Background: an optimization exercise with open tools, aiming at small area, a short achievable clock period and few clock cycles. Do not read the settings as production practice.
Power is estimated from default activity; no workload was simulated.

==> run a <==
==> flow/design.v <==
package nice_pkg;
   typedef struct packed {
      logic [6:0] func7;
      logic [4:0] rs2;
      logic [4:0] rs1;
      logic [2:0] func3;
      logic [4:0] rd;
      logic [6:0] opcode;
   } nice_rtype_t;
   typedef union packed {
      logic [32-1:0] raw;
      nice_rtype_t           r;
   } nice_insn_u;
   typedef enum logic [2:0] {
      OP_NONE   = 3'd0,
      OP_LOAD_A = 3'd1,
      OP_LOAD_B = 3'd2,
      OP_LOAD_P = 3'd3,
      OP_STORE  = 3'd4,
      OP_WORK   = 3'd5
   } nice_op_e;
   typedef enum logic [2:0] {
      ST_IDLE = 3'd0,
      ST_MEM  = 3'd1,
      ST_WORK = 3'd2,
      ST_RESP = 3'd3
   } nice_state_e;
endpackage
`timescale 1ns/100ps
module row_buffer (
   input  logic                  custom_mem_op,
   input  logic                  wr_en,      
   input  logic [32-1:0] wr_data,
   output logic [32-1:0] head,       
   output logic [32-1:0] tail        
);
   logic [32-1:0] w [8];
   always_ff @(posedge custom_mem_op) begin
      for (int j = 1; j < 8 - 1; j++) w[j] <= w[j+1];
      w[8-1] <= w[0];
      w[0] <= wr_en ? wr_data : w[1];
   end
   assign head = w[0];
   assign tail = w[8-1];
endmodule
`timescale 1ns/100ps
module nice_core_top (
   input  logic                  custom_mem_op,
   input  logic                  nice_rst_n,
   output logic                  nice_active,
   output logic                  nice_mem_holdup,
   input  logic                  nice_req_valid,
   output logic                  nice_req_ready,
   input  logic [32-1:0] nice_req_inst,
   input  logic [32-1:0] nice_req_rs1,
   input  logic [32-1:0] nice_req_rs2,
   output logic                  nice_rsp_valid,
   input  logic                  nice_rsp_ready,
   output logic [32-1:0] nice_rsp_rdat,
   output logic                  nice_rsp_err,
   output logic                  nice_icb_cmd_valid,
   input  logic                  nice_icb_cmd_ready,
   output logic [32-1:0] nice_icb_cmd_addr,
   output logic                  nice_icb_cmd_read,
   output logic [32-1:0] nice_icb_cmd_wdata,
   output logic [1:0]            nice_icb_cmd_size,
   input  logic                  nice_icb_rsp_valid,
   output logic                  nice_icb_rsp_ready,
   input  logic [32-1:0] nice_icb_rsp_rdata,
   input  logic                  nice_icb_rsp_err
);
   localparam logic [1:0] K_LA = 2'd0, K_LB = 2'd1, K_LP = 2'd2, K_ST = 2'd3;
   logic rst;
   assign rst = ~nice_rst_n;
   logic [2:0]            ph;
   logic                  zact;
   logic                  pk_v, pk_mem, pk_wk, pk_ill;
   logic [1:0]            pk_k;
   logic                  rdy_a, rdy_m, iss_go, act_q;
   logic                  rob_w [4];
   logic                  rob_d [4];
   logic                  rob_e [4];
   logic [1:0]            rob_hd, rob_tl;
   logic [2:0]            rob_n;
   logic                  q0_v, q1_v;
   logic [1:0]            q0_k, q1_k, q0_i, q1_i;
   logic [2:0]            rcnt, rslot;
   logic                  rerr;
   logic                  iss_act;
   logic [2:0]            icnt;
   logic [1:0]            iss_k;
   logic                  cmd_v, cmd_rd;
   logic [32-1:0] cmd_a, cmd_wd;
   logic                  busy, s2_v, s2_last, wdone, wres_p;
   logic [2:0]            wcnt;
   logic [2:0]            r_off;
   logic [32:0]   sreg;
   logic [32-1:0] wres;
   logic                  rsp_v, rsp_e, rsp_w;
   logic [6:0] d_opc, d_f7;
   logic [2:0] d_f3;
   logic       d_mem, d_wk;
   assign d_opc = nice_req_inst[6:0];
   assign d_f3  = nice_req_inst[14:12];
   assign d_f7  = nice_req_inst[31:25];
   assign d_mem = (d_opc == 7'b1111011) && (d_f3 == 3'b010) &&
                  (d_f7 >= 7'd1) && (d_f7 <= 7'd4);
   assign d_wk  = (d_opc == 7'b1111011) && (d_f3 == 3'b000) &&
                  (d_f7 == 7'd5);
   logic slot_free, req_hs, start, handoff, cont, fire;
   logic [2:0] lane;
   logic st_i, st_now;
   logic rsp_rdy, take, q0_done;
   logic raw_ok, lane_go;
   logic head_done, rob_push, rob_pop, rsp_hs;
   assign slot_free      = ~cmd_v | nice_icb_cmd_ready;
   assign nice_req_ready = rdy_a | (rdy_m & slot_free);
   assign start          = nice_req_valid & rdy_m & slot_free;
   assign handoff        = nice_req_valid & rdy_a & pk_wk;
   assign req_hs         = start | (nice_req_valid & rdy_a);
   assign cont   = iss_go & slot_free;
   assign fire   = cont | start;
   assign lane   = start ? 3'd0 : icnt;
   assign st_i   = (iss_k == K_ST);
   assign st_now = start ? (pk_k == K_ST) : st_i;
   assign rsp_rdy = q0_v & ((q0_k == K_ST) | ((rslot == 3'd0) & ~zact));
   assign take    = nice_icb_rsp_valid & rsp_rdy;
   assign q0_done = take & (rcnt == 3'd7);
   assign nice_icb_rsp_ready = rsp_rdy;
   assign raw_ok  = ~(q1_v & (q1_k != K_ST)) &
                    ~(q0_v & (q0_k != K_ST) & (rcnt <= wcnt));
   assign lane_go = busy & (ph == wcnt) & raw_ok;
   assign rob_push  = req_hs;
   assign head_done = rob_w[rob_hd] ? wdone : rob_d[rob_hd];
   assign rob_pop   = (rob_n != 3'd0) & head_done & (~rsp_v | nice_rsp_ready);
   assign rsp_hs    = rsp_v & nice_rsp_ready;
   logic [2:0] ph_n, rob_n_n, icnt_n, wcnt_n, r_off_n;
   logic       pk_v_n, busy_n, wres_p_n, iss_act_n, q1_v_n, rsp_v_n;
   logic [1:0] iss_k_n, pk_k_n;
   logic       pk_st_n;
   assign ph_n     = rst ? 3'd0 : ph + 3'd1;
   assign pk_v_n   = ~rst & nice_req_valid & ~req_hs;
   assign pk_k_n   = d_f7[1:0] - 2'd1;
   assign pk_st_n  = (pk_k_n == K_ST);
   assign rob_n_n  = rst ? 3'd0 : rob_n + {2'b00, rob_push} - {2'b00, rob_pop};
   assign busy_n   = rst ? 1'b0 : (handoff | (busy & ~(lane_go & (wcnt == 3'd7))));
   assign wcnt_n   = handoff ? 3'd0 : (lane_go ? wcnt + 3'd1 : wcnt);
   assign wres_p_n = rst ? 1'b0 : ((s2_v & s2_last) | (wres_p & ~(rsp_hs & rsp_w)));
   assign iss_act_n = rst ? 1'b0 : (fire ? (lane != 3'd7) : iss_act);
   assign icnt_n   = fire ? lane + 3'd1 : icnt;
   assign iss_k_n  = start ? pk_k : iss_k;
   assign r_off_n  = rst ? r_off - ph - 3'd1 : (handoff ? 3'd0 : r_off);
   assign q1_v_n   = rst ? 1'b0 : ((start & q0_v & ~q0_done) | (q1_v & ~q0_done));
   assign rsp_v_n  = rst ? 1'b0 : (rob_pop | (rsp_v & ~nice_rsp_ready));
   logic       busy_w, pcond, wok_start, wok_cont, wok_idle, iss_go_n;
   logic [2:0] wcnt_w, icnt_p1;
   assign busy_w    = busy & ~(lane_go & (wcnt == 3'd7));
   assign wcnt_w    = lane_go ? wcnt + 3'd1 : wcnt;
   assign icnt_p1   = icnt + 3'd1;
   assign pcond     = ((ph + 3'd1) == (icnt + 3'd3 + (st_i ? r_off : 3'd0)));
   assign wok_start = (pk_k != K_ST) | ~busy_w | (wcnt_w > 3'd1);
   assign wok_cont  = ~st_i | ~busy_w | (wcnt_w > icnt_p1);
   assign wok_idle  = ~st_i | ~busy_w | (wcnt_w > icnt);
   assign iss_go_n  = rst ? 1'b0 :
                      start ? wok_start :
                      cont  ? ((icnt != 3'd7) & wok_cont) :
                              (iss_act & pcond & wok_idle);
   always_ff @(posedge custom_mem_op) begin
      ph      <= ph_n;
      pk_v    <= pk_v_n;
      pk_mem  <= d_mem;
      pk_wk   <= d_wk;
      pk_ill  <= ~d_mem & ~d_wk;
      pk_k    <= pk_k_n;
      rob_n   <= rob_n_n;
      busy    <= busy_n;
      wcnt    <= wcnt_n;
      wres_p  <= wres_p_n;
      iss_act <= iss_act_n;
      icnt    <= icnt_n;
      iss_k   <= iss_k_n;
      r_off   <= r_off_n;
      q1_v    <= q1_v_n;
      rsp_v   <= rsp_v_n;
      act_q   <= (rob_n_n != 3'd0) | rsp_v_n;
      rdy_a   <= pk_v_n & ~rob_n_n[2] &
                 ((~d_mem & ~d_wk) |
                  (d_wk & ~busy_n & ~wres_p_n & ~(iss_act_n & (iss_k_n == K_ST))));
      rdy_m   <= pk_v_n & ~rob_n_n[2] & d_mem & ~iss_act_n & ~q1_v_n &
                 (ph_n == (3'd3 + (pk_st_n ? r_off_n : 3'd0))) &
                 (pk_st_n ? (~busy_n | (wcnt_n != 3'd0)) : ~busy_n);
      iss_go  <= iss_go_n;
   end
   logic zero_w;
   always_ff @(posedge custom_mem_op) begin
      if (rst)              zact <= 1'b1;
      else if (ph == 3'd6)  zact <= 1'b0;
   end
   assign zero_w = rst | zact;
   logic [32-1:0] r_tap;
   always_ff @(posedge custom_mem_op) begin
      if (rst)                     cmd_v <= 1'b0;
      else if (fire)               cmd_v <= 1'b1;
      else if (nice_icb_cmd_ready) cmd_v <= 1'b0;
   end
   always_ff @(posedge custom_mem_op) begin
      if (fire) begin
         cmd_a  <= start ? nice_req_rs1 : cmd_a + 32'(4);
         cmd_rd <= ~st_now;
         cmd_wd <= r_tap;
      end
   end
   assign nice_icb_cmd_valid = cmd_v;
   assign nice_icb_cmd_addr  = cmd_a;
   assign nice_icb_cmd_read  = cmd_rd;
   assign nice_icb_cmd_wdata = cmd_wd;
   assign nice_icb_cmd_size  = 2'b10;
   always_ff @(posedge custom_mem_op) begin
      if (rst) begin
         q0_v  <= 1'b0;
         rcnt  <= 3'd0;
         rslot <= 3'd1;
         rerr  <= 1'b0;
      end else begin
         rslot <= rslot + 3'd1 - {2'b00, take};
         if (take) begin
            rcnt <= rcnt + 3'd1;
            rerr <= (rerr | nice_icb_rsp_err) & ~q0_done;
         end
         if (start & (~q0_v | q0_done)) begin
            q0_v <= 1'b1;
            q0_k <= pk_k;
            q0_i <= rob_tl;
         end else if (q0_done) begin
            q0_v <= q1_v;
            q0_k <= q1_k;
            q0_i <= q1_i;
         end
      end
   end
   always_ff @(posedge custom_mem_op) begin
      if (start & q0_v & ~q0_done) begin
         q1_k <= pk_k;
         q1_i <= rob_tl;
      end
   end
   logic [32-1:0] din, a_head, b_head, p_tap, mod_r;
   logic [32+1:0] diff;
   logic                  we_a, we_b, we_p;
   assign din  = zero_w ? '0 : nice_icb_rsp_rdata;
   assign we_a = zero_w | (take & (q0_k == K_LA));
   assign we_b = zero_w | (take & (q0_k == K_LB));
   assign we_p = zero_w | (take & (q0_k == K_LP));
   row_buffer u_row_a (.custom_mem_op(custom_mem_op), .wr_en(we_a), .wr_data(din),
                       .head(a_head), .tail());
   row_buffer u_row_b (.custom_mem_op(custom_mem_op), .wr_en(we_b), .wr_data(din),
                       .head(b_head), .tail());
   row_buffer u_row_p (.custom_mem_op(custom_mem_op), .wr_en(we_p), .wr_data(din),
                       .head(), .tail(p_tap));
   row_buffer u_row_r (.custom_mem_op(custom_mem_op), .wr_en(s2_v), .wr_data(mod_r),
                       .head(), .tail(r_tap));
   always_ff @(posedge custom_mem_op) begin
      sreg    <= {1'b0, a_head} + {1'b0, b_head};
      s2_v    <= ~rst & lane_go;
      s2_last <= (wcnt == 3'd7);
   end
   assign diff  = {1'b0, sreg} - {2'b00, p_tap};
   assign mod_r = diff[32+1] ? sreg[32-1:0] : diff[32-1:0];
   always_ff @(posedge custom_mem_op) begin
      if (rst) begin
         wdone <= 1'b0;
      end else begin
         if (s2_v & s2_last)                    wdone <= 1'b1;
         else if (rob_pop & rob_w[rob_hd])         wdone <= 1'b0;
      end
   end
   always_ff @(posedge custom_mem_op) begin
      if (s2_v & s2_last) wres <= mod_r;
   end
   always_ff @(posedge custom_mem_op) begin
      if (rst) begin
         rob_hd <= 2'd0;
         rob_tl <= 2'd0;
      end else begin
         if (rob_push) rob_tl <= rob_tl + 2'd1;
         if (rob_pop)  rob_hd <= rob_hd + 2'd1;
      end
   end
   always_ff @(posedge custom_mem_op) begin
      if (rob_push) begin
         rob_w[rob_tl] <= pk_wk;
         rob_d[rob_tl] <= pk_ill;
         rob_e[rob_tl] <= pk_ill;
      end
      if (q0_done) begin
         rob_d[q0_i] <= 1'b1;
         rob_e[q0_i] <= rerr | nice_icb_rsp_err;
      end
   end
   always_ff @(posedge custom_mem_op) begin
      if (rob_pop) begin
         rsp_e <= rob_e[rob_hd];
         rsp_w <= rob_w[rob_hd];
      end
   end
   assign nice_rsp_valid = rsp_v;
   assign nice_rsp_err   = rsp_e;
   assign nice_rsp_rdat  = wres & {32{rsp_w}};
   assign nice_active     = nice_req_valid | act_q;
   assign nice_mem_holdup = q0_v;
endmodule
==> flow/run.sh <==
#!/bin/bash
# synth_recipe.tcl (not shown) runs the flow's synth.tcl, then flattens the netlist and writes it again
# the make line also repeats each setting of config.mk as NAME=value (left out here)
make -C /OpenROAD-flow-scripts/flow DESIGN_CONFIG=/design/flow/config.mk WORK_HOME=/design/flow/orfs CLKGATE_MAP_FILE= SYNTH_SCRIPT=/design/flow/synth_recipe.tcl finish
==> flow/config.mk <==
export PLATFORM = sky130hd
export DESIGN_NAME = nice_core_top
export DESIGN_NICKNAME = nice_core_top
export VERILOG_FILES = /design/flow/design.v
export SDC_FILE = /design/flow/constraint.sdc
export NUM_CORES = 4
export LEC_CHECK = 0
export CAP_MARGIN = 20
export CORE_MARGIN = 2
export CORE_UTILIZATION = 40
export CTS_BUF_LIST = sky130_fd_sc_hd__clkbuf_4 sky130_fd_sc_hd__clkbuf_8 sky130_fd_sc_hd__clkbuf_16
export CTS_CLUSTER_DIAMETER = 80
export CTS_CLUSTER_SIZE = 30
export SETUP_SLACK_MARGIN = 4.2
export SLEW_MARGIN = 20
==> flow/constraint.sdc <==
create_clock -name core_clock -period 7.5 [get_ports {custom_mem_op}]
set_input_delay 1.5000 -clock core_clock [delete_from_list [all_inputs] [get_ports {custom_mem_op}]]
set_output_delay 1.5000 -clock core_clock [all_outputs]
set_load 0.01 [all_outputs]
==> run b (differences from run a) <==
==> flow/design.v, changed modules only <==
module nice_core_top (
   input  logic                  custom_mem_op,
   input  logic                  nice_rst_n,
   output logic                  nice_active,
   output logic                  nice_mem_holdup,
   input  logic                  nice_req_valid,
   output logic                  nice_req_ready,
   input  logic [32-1:0] nice_req_inst,
   input  logic [32-1:0] nice_req_rs1,
   input  logic [32-1:0] nice_req_rs2,
   output logic                  nice_rsp_valid,
   input  logic                  nice_rsp_ready,
   output logic [32-1:0] nice_rsp_rdat,
   output logic                  nice_rsp_err,
   output logic                  nice_icb_cmd_valid,
   input  logic                  nice_icb_cmd_ready,
   output logic [32-1:0] nice_icb_cmd_addr,
   output logic                  nice_icb_cmd_read,
   output logic [32-1:0] nice_icb_cmd_wdata,
   output logic [1:0]            nice_icb_cmd_size,
   input  logic                  nice_icb_rsp_valid,
   output logic                  nice_icb_rsp_ready,
   input  logic [32-1:0] nice_icb_rsp_rdata,
   input  logic                  nice_icb_rsp_err
);
   localparam logic [1:0] K_LA = 2'd0, K_LB = 2'd1, K_LP = 2'd2, K_ST = 2'd3;
   localparam logic [1:0] Q_ILL = 2'd0, Q_MEM = 2'd1, Q_WK = 2'd2;
   logic rst;
   assign rst = ~nice_rst_n;
   logic [2:0]            ph;
   logic                  zact;
   logic [2:0]            zcnt;
   logic                  pk_v, pk_mem, pk_wk, pk_ill;
   logic [1:0]            pk_k;
   logic                  rdy_a, rdy_m, iss_go, act_q;
   logic [1:0]            rob_k [4];
   logic                  rob_d [4];
   logic                  rob_e [4];
   logic [1:0]            rob_hd, rob_tl;
   logic [2:0]            rob_n;
   logic                  q0_v, q1_v;
   logic [1:0]            q0_k, q1_k, q0_i, q1_i;
   logic [2:0]            rcnt, rslot;
   logic                  rerr;
   logic                  iss_act;
   logic [2:0]            icnt;
   logic [1:0]            iss_k;
   logic                  cmd_v, cmd_rd;
   logic [32-1:0] cmd_a, cmd_wd;
   logic                  busy, s2_v, s2_last, wdone, wres_p;
   logic [2:0]            wcnt;
   logic [2:0]            r_off;
   logic [32:0]   sreg;
   logic [32-1:0] wres;
   logic                  rsp_v, rsp_e, rsp_w;
   logic [6:0] d_opc, d_f7;
   logic [2:0] d_f3;
   logic       d_mem, d_wk;
   assign d_opc = nice_req_inst[6:0];
   assign d_f3  = nice_req_inst[14:12];
   assign d_f7  = nice_req_inst[31:25];
   assign d_mem = (d_opc == 7'b1111011) && (d_f3 == 3'b010) &&
                  (d_f7 >= 7'd1) && (d_f7 <= 7'd4);
   assign d_wk  = (d_opc == 7'b1111011) && (d_f3 == 3'b000) &&
                  (d_f7 == 7'd5);
   logic slot_free, req_hs, start, handoff, cont, fire;
   logic [2:0] lane;
   logic st_i, st_now;
   logic rsp_rdy, take, q0_done;
   logic raw_ok, lane_go;
   logic head_done, rob_push, rob_pop, rsp_hs;
   assign slot_free      = ~cmd_v | nice_icb_cmd_ready;
   assign nice_req_ready = rdy_a | (rdy_m & slot_free);
   assign req_hs         = nice_req_valid & nice_req_ready;
   assign start          = req_hs & pk_mem;
   assign handoff        = req_hs & pk_wk;
   assign cont   = iss_go & slot_free;
   assign fire   = cont | start;
   assign lane   = start ? 3'd0 : icnt;
   assign st_i   = (iss_k == K_ST);
   assign st_now = start ? (pk_k == K_ST) : st_i;
   assign rsp_rdy = q0_v & ((q0_k == K_ST) | ((rslot == 3'd0) & ~zact));
   assign take    = nice_icb_rsp_valid & rsp_rdy;
   assign q0_done = take & (rcnt == 3'd7);
   assign nice_icb_rsp_ready = rsp_rdy;
   assign raw_ok  = ~(q1_v & (q1_k != K_ST)) &
                    ~(q0_v & (q0_k != K_ST) & (rcnt <= wcnt));
   assign lane_go = busy & (ph == wcnt) & raw_ok;
   assign rob_push  = req_hs;
   assign head_done = (rob_k[rob_hd] == Q_WK) ? wdone : rob_d[rob_hd];
   assign rob_pop   = (rob_n != 3'd0) & head_done & (~rsp_v | nice_rsp_ready);
   assign rsp_hs    = rsp_v & nice_rsp_ready;
   logic [2:0] ph_n, rob_n_n, icnt_n, wcnt_n, r_off_n;
   logic       pk_v_n, busy_n, wres_p_n, iss_act_n, q1_v_n, rsp_v_n;
   logic [1:0] iss_k_n, pk_k_n;
   logic       pk_st_n;
   assign ph_n     = rst ? 3'd0 : ph + 3'd1;
   assign pk_v_n   = ~rst & nice_req_valid & ~req_hs;
   assign pk_k_n   = d_f7[1:0] - 2'd1;
   assign pk_st_n  = (pk_k_n == K_ST);
   assign rob_n_n  = rst ? 3'd0 : rob_n + {2'b00, rob_push} - {2'b00, rob_pop};
   assign busy_n   = rst ? 1'b0 : (handoff | (busy & ~(lane_go & (wcnt == 3'd7))));
   assign wcnt_n   = handoff ? 3'd0 : (lane_go ? wcnt + 3'd1 : wcnt);
   assign wres_p_n = rst ? 1'b0 : ((s2_v & s2_last) | (wres_p & ~(rsp_hs & rsp_w)));
   assign iss_act_n = rst ? 1'b0 : (fire ? (lane != 3'd7) : iss_act);
   assign icnt_n   = fire ? lane + 3'd1 : icnt;
   assign iss_k_n  = start ? pk_k : iss_k;
   assign r_off_n  = rst ? r_off - ph - 3'd1 : (handoff ? 3'd0 : r_off);
   assign q1_v_n   = rst ? 1'b0 : ((start & q0_v & ~q0_done) | (q1_v & ~q0_done));
   assign rsp_v_n  = rst ? 1'b0 : (rob_pop | (rsp_v & ~nice_rsp_ready));
   always_ff @(posedge custom_mem_op) begin
      ph      <= ph_n;
      pk_v    <= pk_v_n;
      pk_mem  <= d_mem;
      pk_wk   <= d_wk;
      pk_ill  <= ~d_mem & ~d_wk;
      pk_k    <= pk_k_n;
      rob_n   <= rob_n_n;
      busy    <= busy_n;
      wcnt    <= wcnt_n;
      wres_p  <= wres_p_n;
      iss_act <= iss_act_n;
      icnt    <= icnt_n;
      iss_k   <= iss_k_n;
      r_off   <= r_off_n;
      q1_v    <= q1_v_n;
      rsp_v   <= rsp_v_n;
      act_q   <= (rob_n_n != 3'd0) | rsp_v_n;
      rdy_a   <= pk_v_n & ~rob_n_n[2] &
                 ((~d_mem & ~d_wk) |
                  (d_wk & ~busy_n & ~wres_p_n & ~(iss_act_n & (iss_k_n == K_ST))));
      rdy_m   <= pk_v_n & ~rob_n_n[2] & d_mem & ~iss_act_n & ~q1_v_n &
                 (ph_n == (3'd3 + (pk_st_n ? r_off_n : 3'd0))) &
                 (pk_st_n ? (~busy_n | (wcnt_n != 3'd0)) : ~busy_n);
      iss_go  <= iss_act_n &
                 (ph_n == (icnt_n + 3'd3 + ((iss_k_n == K_ST) ? r_off_n : 3'd0))) &
                 ((iss_k_n != K_ST) | ~busy_n | (wcnt_n > icnt_n));
   end
   logic zero_w;
   always_ff @(posedge custom_mem_op) begin
      if (rst) begin
         zact <= 1'b1;
         zcnt <= 3'd0;
      end else if (zact) begin
         zcnt <= zcnt + 3'd1;
         if (zcnt == 3'd6) zact <= 1'b0;
      end
   end
   assign zero_w = rst | zact;
   logic [32-1:0] r_tap;
   always_ff @(posedge custom_mem_op) begin
      if (rst)                     cmd_v <= 1'b0;
      else if (fire)               cmd_v <= 1'b1;
      else if (nice_icb_cmd_ready) cmd_v <= 1'b0;
   end
   always_ff @(posedge custom_mem_op) begin
      if (fire) begin
         cmd_a  <= start ? nice_req_rs1 : cmd_a + 32'(4);
         cmd_rd <= ~st_now;
         cmd_wd <= r_tap;
      end
   end
   assign nice_icb_cmd_valid = cmd_v;
   assign nice_icb_cmd_addr  = cmd_a;
   assign nice_icb_cmd_read  = cmd_rd;
   assign nice_icb_cmd_wdata = cmd_wd;
   assign nice_icb_cmd_size  = 2'b10;
   always_ff @(posedge custom_mem_op) begin
      if (rst) begin
         q0_v  <= 1'b0;
         rcnt  <= 3'd0;
         rslot <= 3'd1;
         rerr  <= 1'b0;
      end else begin
         rslot <= rslot + 3'd1 - {2'b00, take};
         if (take) begin
            rcnt <= rcnt + 3'd1;
            rerr <= (rerr | nice_icb_rsp_err) & ~q0_done;
         end
         if (start & (~q0_v | q0_done)) begin
            q0_v <= 1'b1;
            q0_k <= pk_k;
            q0_i <= rob_tl;
         end else if (q0_done) begin
            q0_v <= q1_v;
            q0_k <= q1_k;
            q0_i <= q1_i;
         end
      end
   end
   always_ff @(posedge custom_mem_op) begin
      if (start & q0_v & ~q0_done) begin
         q1_k <= pk_k;
         q1_i <= rob_tl;
      end
   end
   logic [32-1:0] din, a_head, b_head, p_tap, mod_r;
   logic [32+1:0] diff;
   logic                  we_a, we_b, we_p;
   assign din  = zero_w ? '0 : nice_icb_rsp_rdata;
   assign we_a = zero_w | (take & (q0_k == K_LA));
   assign we_b = zero_w | (take & (q0_k == K_LB));
   assign we_p = zero_w | (take & (q0_k == K_LP));
   row_buffer u_row_a (.custom_mem_op(custom_mem_op), .wr_en(we_a), .wr_data(din),
                       .head(a_head), .tail());
   row_buffer u_row_b (.custom_mem_op(custom_mem_op), .wr_en(we_b), .wr_data(din),
                       .head(b_head), .tail());
   row_buffer u_row_p (.custom_mem_op(custom_mem_op), .wr_en(we_p), .wr_data(din),
                       .head(), .tail(p_tap));
   row_buffer u_row_r (.custom_mem_op(custom_mem_op), .wr_en(s2_v), .wr_data(mod_r),
                       .head(), .tail(r_tap));
   always_ff @(posedge custom_mem_op) begin
      sreg    <= {1'b0, a_head} + {1'b0, b_head};
      s2_v    <= ~rst & lane_go;
      s2_last <= (wcnt == 3'd7);
   end
   assign diff  = {1'b0, sreg} - {2'b00, p_tap};
   assign mod_r = diff[32+1] ? sreg[32-1:0] : diff[32-1:0];
   always_ff @(posedge custom_mem_op) begin
      if (rst) begin
         wdone <= 1'b0;
      end else begin
         if (s2_v & s2_last)                    wdone <= 1'b1;
         else if (rob_pop & (rob_k[rob_hd] == Q_WK)) wdone <= 1'b0;
      end
   end
   always_ff @(posedge custom_mem_op) begin
      if (s2_v & s2_last) wres <= mod_r;
   end
   always_ff @(posedge custom_mem_op) begin
      if (rst) begin
         rob_hd <= 2'd0;
         rob_tl <= 2'd0;
      end else begin
         if (rob_push) rob_tl <= rob_tl + 2'd1;
         if (rob_pop)  rob_hd <= rob_hd + 2'd1;
      end
   end
   always_ff @(posedge custom_mem_op) begin
      if (rob_push) begin
         rob_k[rob_tl] <= pk_ill ? Q_ILL : (pk_wk ? Q_WK : Q_MEM);
         rob_d[rob_tl] <= pk_ill;
         rob_e[rob_tl] <= pk_ill;
      end
      if (q0_done) begin
         rob_d[q0_i] <= 1'b1;
         rob_e[q0_i] <= rerr | nice_icb_rsp_err;
      end
   end
   always_ff @(posedge custom_mem_op) begin
      if (rob_pop) begin
         rsp_e <= rob_e[rob_hd] & (rob_k[rob_hd] != Q_WK);
         rsp_w <= (rob_k[rob_hd] == Q_WK);
      end
   end
   assign nice_rsp_valid = rsp_v;
   assign nice_rsp_err   = rsp_e;
   assign nice_rsp_rdat  = wres & {32{rsp_w}};
   assign nice_active     = nice_req_valid | act_q;
   assign nice_mem_holdup = q0_v;
endmodule
- CORE_UTILIZATION: 40 -> 65
- CTS_BUF_LIST: sky130_fd_sc_hd__clkbuf_4 sky130_fd_sc_hd__clkbuf_8 sky130_fd_sc_hd__clkbuf_16 -> unset
- CTS_CLUSTER_DIAMETER: 80 -> unset
- CTS_CLUSTER_SIZE: 30 -> unset
- PLACE_DENSITY: unset -> 0.75
- SETUP_SLACK_MARGIN: 4.2 -> 4.0
==> comparison table <==
metric	run a	run b
Post-detailed-route via-to-cell ratio	4.58	5.36
Largest stage delay on the critical path	0.54 ns	0.23 ns
Max stage delay cell, worst path	sky130_fd_sc_hd__or4b_4	sky130_fd_sc_hd__a21o_4
Sequential share of power	64.0%	52.7%
Clock slew at the register clock pins of the worst setup and hold paths	0.10 ns	0.07 ns
Area share of the largest cell type after synthesis	65.1%	64.2%
Number of inverters outside the clock class in the layout	86	100
Highest metal used	met5	met4
Global placer's final weighted congestion	0.868	0.862
First-pass GRT wire length	105 mm	113 mm
Outcome	complete, no violations	complete, no violations
P_int	8.28 mW	10.1 mW
Data required time at the worst endpoint	8.07 ns	6.00 ns
Function was not checked in any run of this note: the RTL went through the layout flow alone.

[static timing again, ports no longer ideal]
Ports are ideal in the flow. The routed layouts listed here were re-timed in OpenROAD.
Step 1 sets driving cells, clkbuf_16 on the clock port and buf_2 on the other inputs (assumed; they add their load-dependent delay and slew).
Step 2 also shifts input and output timing later by t, the mid clock arrival at the registers, as if the neighbouring blocks saw the same clock.
Slacks: ideal / step 1 / step 2; pairs: ideal / step 1.
run	shift t [ns]	setup WS [ns]	hold WS [ns]
run a	0.685	3.380 / 3.404 / 2.719	0.316 / 0.316 / 0.316
run b	0.728	3.815 / 3.774 / 3.197	0.315 / 0.315 / 0.315
After both steps every run listed still meets setup and hold. The setup slack of run a, which loses most, moves by +0.024 ns with the drivers and by -0.661 ns with both steps.
